Source: an optimization exercise on an open RTL-to-GDS flow (aim: small area). Production flows keep margins and buffers that such runs may drop.
In this exercise RTL edits were held to simulation tests only and were not proved equivalent to the original.
Power figures rest on the tool's default switching activity, not on a simulated workload.

## exp/maple
## register_bank_mux
module register_bank_mux #(
  parameter int WIDTH = register_bank_pkg::DEF_WIDTH,
  parameter int DEPTH = register_bank_pkg::DEF_DEPTH,
  parameter bit R0_ZERO = 1'b0,
  parameter int AW = $clog2(DEPTH)
) (
  input  logic             clk,
  input  logic             reset,
  input  logic             we,
  input  logic [AW-1:0]    waddr,
  input  logic [WIDTH-1:0] wdata,
  input  logic [AW-1:0]    raddr_a,
  output logic [WIDTH-1:0] rdata_a,
  input  logic [AW-1:0]    raddr_b,
  output logic [WIDTH-1:0] rdata_b,
  input  logic             dump_start,
  output logic             dump_busy,
  output logic             dump_valid,
  input  logic             dump_ready,
  output logic [AW-1:0]    dump_addr,
  output logic [WIDTH-1:0] dump_data,
  output logic             dump_last
);
==> module register_bank_hold, before the edit <==
module register_bank_hold #(
  parameter int WIDTH = 32
) (
  input  logic             en,
  input  logic             en_n,
  input  logic [WIDTH-1:0] w,
  input  logic [WIDTH-1:0] q,
  output logic [WIDTH-1:0] d
);
  assign d = (w & {WIDTH{en}}) | (q & {WIDTH{en_n}});
endmodule
==> module register_bank_mux, before the edit <==
module register_bank_mux #(
  parameter int WIDTH = register_bank_pkg::DEF_WIDTH,
  parameter int DEPTH = register_bank_pkg::DEF_DEPTH,
  parameter bit R0_ZERO = 1'b0,
  parameter int AW = $clog2(DEPTH)
) (
  input  logic             clk,
  input  logic             reset,
  input  logic             we,
  input  logic [AW-1:0]    waddr,
  input  logic [WIDTH-1:0] wdata,
  input  logic [AW-1:0]    raddr_a,
  output logic [WIDTH-1:0] rdata_a,
  input  logic [AW-1:0]    raddr_b,
  output logic [WIDTH-1:0] rdata_b,
  input  logic             dump_start,
  output logic             dump_busy,
  output logic             dump_valid,
  input  logic             dump_ready,
  output logic [AW-1:0]    dump_addr,
  output logic [WIDTH-1:0] dump_data,
  output logic             dump_last
);
  localparam logic [AW-1:0] LAST = AW'(DEPTH - 1);
  logic [DEPTH-1:0][WIDTH-1:0] regs, regs_nxt;
  logic [DEPTH-1:0] wen, ld, keep, seln_a, seln_b, seln_d;
  logic [AW-1:0] ra_q, rb_q;
  logic [WIDTH-1:0] sel_data_a, sel_data_b, beat, dump_nxt;
  logic running, start, advance, beat_ld;
  logic [AW-1:0] ptr, ptr_nxt;
  always_comb
    for (int i = 0; i < DEPTH; i++)
      wen[i] = we && waddr == AW'(i) && !(R0_ZERO && i == 0);
  assign ld = wen & {DEPTH{!reset}};
  assign keep = ~(wen | {DEPTH{reset}});
  for (genvar i = 0; i < DEPTH; i++) begin : g_reg
    register_bank_hold #(.WIDTH(WIDTH)) u_hold (
      .en(ld[i]), .en_n(keep[i]), .w(wdata), .q(regs[i]), .d(regs_nxt[i])
    );
  end
  always_ff @(posedge clk) regs <= regs_nxt;
  always_ff @(posedge clk) begin
    ra_q <= raddr_a;
    rb_q <= raddr_b;
  end
  always_comb
    for (int i = 0; i < DEPTH; i++) begin
      seln_a[i] = ra_q != AW'(i);
      seln_b[i] = rb_q != AW'(i);
    end
  register_bank_read_port #(.WIDTH(WIDTH), .DEPTH(DEPTH)) u_port_a (
    .sel_n(seln_a), .words(regs), .data(sel_data_a)
  );
  register_bank_read_port #(.WIDTH(WIDTH), .DEPTH(DEPTH)) u_port_b (
    .sel_n(seln_b), .words(regs), .data(sel_data_b)
  );
  if (DEPTH == 2**AW) begin : g_full
    assign rdata_a = sel_data_a;
    assign rdata_b = sel_data_b;
  end else begin : g_part
    assign rdata_a = sel_data_a & {WIDTH{!(&seln_a)}};
    assign rdata_b = sel_data_b & {WIDTH{!(&seln_b)}};
  end
  assign start = !running && dump_start;
  assign advance = running && dump_ready && ptr != LAST;
  always_ff @(posedge clk)
    if (reset) running <= 1'b0;
    else if (!running) running <= dump_start;
    else if (dump_ready && ptr == LAST) running <= 1'b0;
  assign ptr_nxt = advance ? ptr + AW'(1) : '0;
  always_ff @(posedge clk)
    if (reset || !running || dump_ready) ptr <= reset ? '0 : ptr_nxt;
  always_comb
    for (int i = 0; i < DEPTH; i++)
      seln_d[i] = ptr_nxt != AW'(i);
  register_bank_read_port #(.WIDTH(WIDTH), .DEPTH(DEPTH)) u_beat (
    .sel_n(seln_d), .words(regs_nxt), .data(beat)
  );
  assign beat_ld = reset || start || advance;
  register_bank_hold #(.WIDTH(WIDTH)) u_beat_hold (
    .en(beat_ld), .en_n(!beat_ld), .w(beat), .q(dump_data), .d(dump_nxt)
  );
  always_ff @(posedge clk) dump_data <= dump_nxt;
  assign dump_busy = running;
  assign dump_valid = running;
  assign dump_addr = ptr;
  assign dump_last = running && ptr == LAST;
endmodule
export LEC_CHECK = 0
export CAP_MARGIN = 20
export CORE_MARGIN = 2
export CORE_UTILIZATION = 60
export CTS_CLUSTER_DIAMETER = 60
export CTS_CLUSTER_SIZE = 25
export PLACE_DENSITY = 0.8
export SLEW_MARGIN = 20
export SYNTH_HIERARCHICAL = 1
export SYNTH_MINIMUM_KEEP_SIZE = 0
create_clock -name core_clock -period 5.0 [get_ports {clk}]
standard.sh (not shown) runs the stock make flow with config.mk's settings and CLKGATE_MAP_FILE= SYNTH_SCRIPT=/design/flow/synth_recipe.tcl, a recipe that flattens the netlist after the stock synthesis.
==> flow/flow/run.sh <==
#!/bin/bash
# The standard layout, with two changes: every port is buffered by a sky130_fd_sc_hd__buf_1
# instead of the delay buffer buffer_ports picks by default, and clock tree synthesis adds no
# dummy loads. Make's full output goes to flow_make.log here; each ORFS step keeps its own
# log under orfs/logs/.
set -euo pipefail
bash standard.sh \
  "BUFFER_PORTS_ARGS=-buffer_cell sky130_fd_sc_hd__buf_1" \
  "CTS_ARGS=-sink_clustering_enable -repair_clock_nets -sink_clustering_size 25 -sink_clustering_max_diameter 60 -dont_use_dummy_load" \
  finish > flow_make.log 2>&1
The following lists how exp/zinc was set up differently from exp/maple:
-- flow/design.v --
<<< exp/maple, line 39
  assign y_n = ~((d0 | s0_n) & (d1 | s1_n));
endmodule
module register_bank_hold #(
  parameter int WIDTH = 32
) (
  input  logic             en,
  input  logic             en_n,
  input  logic [WIDTH-1:0] w,
  input  logic [WIDTH-1:0] q,
  output logic [WIDTH-1:0] d
);
  assign d = (w & {WIDTH{en}}) | (q & {WIDTH{en_n}});
endmodule
module register_bank_mux #(
  parameter int WIDTH = register_bank_pkg::DEF_WIDTH,
>>> exp/zinc, line 39
  assign y_n = ~((d0 | s0_n) & (d1 | s1_n));
endmodule
module register_bank_mux #(
  parameter int WIDTH = register_bank_pkg::DEF_WIDTH,
<<< exp/maple, line 74
);
  localparam logic [AW-1:0] LAST = AW'(DEPTH - 1);
  logic [DEPTH-1:0][WIDTH-1:0] regs, regs_nxt;
  logic [DEPTH-1:0] wen, ld, keep, seln_a, seln_b, seln_d;
  logic [AW-1:0] ra_q, rb_q;
  logic [WIDTH-1:0] sel_data_a, sel_data_b, beat, dump_nxt;
  logic running, start, advance, beat_ld;
  logic [AW-1:0] ptr, ptr_nxt;
  always_comb
    for (int i = 0; i < DEPTH; i++)
      wen[i] = we && waddr == AW'(i) && !(R0_ZERO && i == 0);
  assign ld = wen & {DEPTH{!reset}};
  assign keep = ~(wen | {DEPTH{reset}});
  for (genvar i = 0; i < DEPTH; i++) begin : g_reg
    register_bank_hold #(.WIDTH(WIDTH)) u_hold (
      .en(ld[i]), .en_n(keep[i]), .w(wdata), .q(regs[i]), .d(regs_nxt[i])
    );
  end
  always_ff @(posedge clk) regs <= regs_nxt;
  always_ff @(posedge clk) begin
    ra_q <= raddr_a;
>>> exp/zinc, line 63
);
  localparam logic [AW-1:0] LAST = AW'(DEPTH - 1);
  logic [DEPTH-1:0][WIDTH-1:0] regs;
  logic [DEPTH-1:0] wen, seln_a, seln_b, seln_d;
  logic [AW-1:0] ra_q, rb_q;
  logic [WIDTH-1:0] wd, sel_data_a, sel_data_b, beat;
  logic running, start, advance, hit, hit_or_reset;
  logic [AW-1:0] ptr, ptr_nxt;
  always_comb
    for (int i = 0; i < DEPTH; i++)
      wen[i] = we && waddr == AW'(i) && !(R0_ZERO && i == 0);
  assign wd = wdata & {WIDTH{!reset}};
  always_ff @(posedge clk)
    for (int i = 0; i < DEPTH; i++)
      if (reset || wen[i]) regs[i] <= wd;
  always_ff @(posedge clk) begin
    ra_q <= raddr_a;
<<< exp/maple, line 122
  always_ff @(posedge clk)
    if (reset || !running || dump_ready) ptr <= reset ? '0 : ptr_nxt;
  always_comb
    for (int i = 0; i < DEPTH; i++)
      seln_d[i] = ptr_nxt != AW'(i);
  register_bank_read_port #(.WIDTH(WIDTH), .DEPTH(DEPTH)) u_beat (
    .sel_n(seln_d), .words(regs_nxt), .data(beat)
  );
  assign beat_ld = reset || start || advance;
  register_bank_hold #(.WIDTH(WIDTH)) u_beat_hold (
    .en(beat_ld), .en_n(!beat_ld), .w(beat), .q(dump_data), .d(dump_nxt)
  );
  always_ff @(posedge clk) dump_data <= dump_nxt;
  assign dump_busy = running;
  assign dump_valid = running;
>>> exp/zinc, line 107
  always_ff @(posedge clk)
    if (reset || !running || dump_ready) ptr <= reset ? '0 : ptr_nxt;
  assign hit = we && waddr == ptr_nxt && !(R0_ZERO && waddr == '0);
  assign hit_or_reset = hit || reset;
  always_comb
    for (int i = 0; i < DEPTH; i++)
      seln_d[i] = hit_or_reset || ptr_nxt != AW'(i);
  register_bank_read_port #(.WIDTH(WIDTH), .DEPTH(DEPTH)) u_beat (
    .sel_n(seln_d), .words(regs), .data(beat)
  );
  always_ff @(posedge clk)
    if (reset || start || advance) dump_data <= beat & (wd | {WIDTH{!hit_or_reset}});
  assign dump_busy = running;
  assign dump_valid = running;
### Flow results
exp/zinc has completed all stages; timing, DRC and antenna checks passed.
exp/zinc vs exp/maple: synthesized cell count down by more than 10%
As far as hold buffer count at CTS goes, exp/maple and exp/zinc are indistinguishable; the numbers are identical.
exp/maple → exp/zinc: hold slack rose by 0.019 ns, vertical die dimension went up 0.30%, combined global-route utilization of all metal layers went down by 6.0 points.
Relative to exp/maple, the clock power measured on exp/zinc has decreased by a few percent.
Via count (lower): exp/zinc
Against exp/maple, exp/zinc comes in 18 points higher on register share of the cell area.
Of exp/zinc and exp/maple, the run reporting the higher post-synthesis instance area was exp/zinc.
Compared with exp/maple, in exp/zinc final worst-path cycle share went up by 1.5 points; worst setup slack went down by 0.077 ns; final total power went up by 12%; latest clock arrival within the worst-skew pair was more or less identical; layout clock buffer count went down by 3.

[separate check: timing with driven ports]
In the flow no input, the clock included, has a driving cell. The finished layouts below were timed again as built, in two steps. Step 1 assumes that a clkbuf_16 drives the clock port and a buf_2 every other input. Step 2 times the ports against the registers' clock, not the clock port: input delays grow and output delays shrink by t, the midpoint of the rising clock arrivals with the driver on. a / b / c = ideal ports / drivers / drivers and shift; a / b = the first two.
| run | shift t [ns] | slack for setup (ns) | hold slack, ns | worst setup path after step 2 | slew at the worst register clock pin (ns) |
|---|---|---|---|---|---|
| exp/maple | 0.654 | 0.505 / 0.444 / 0.535 | 0.482 / 0.453 / 0.482 | input to register | 0.10 / 0.10 |
| exp/zinc | 0.645 | 0.428 / 0.374 / 0.440 | 0.501 / 0.471 / 0.676 | input to register | 0.10 / 0.10 |
After both steps setup and hold are still met in every run listed.
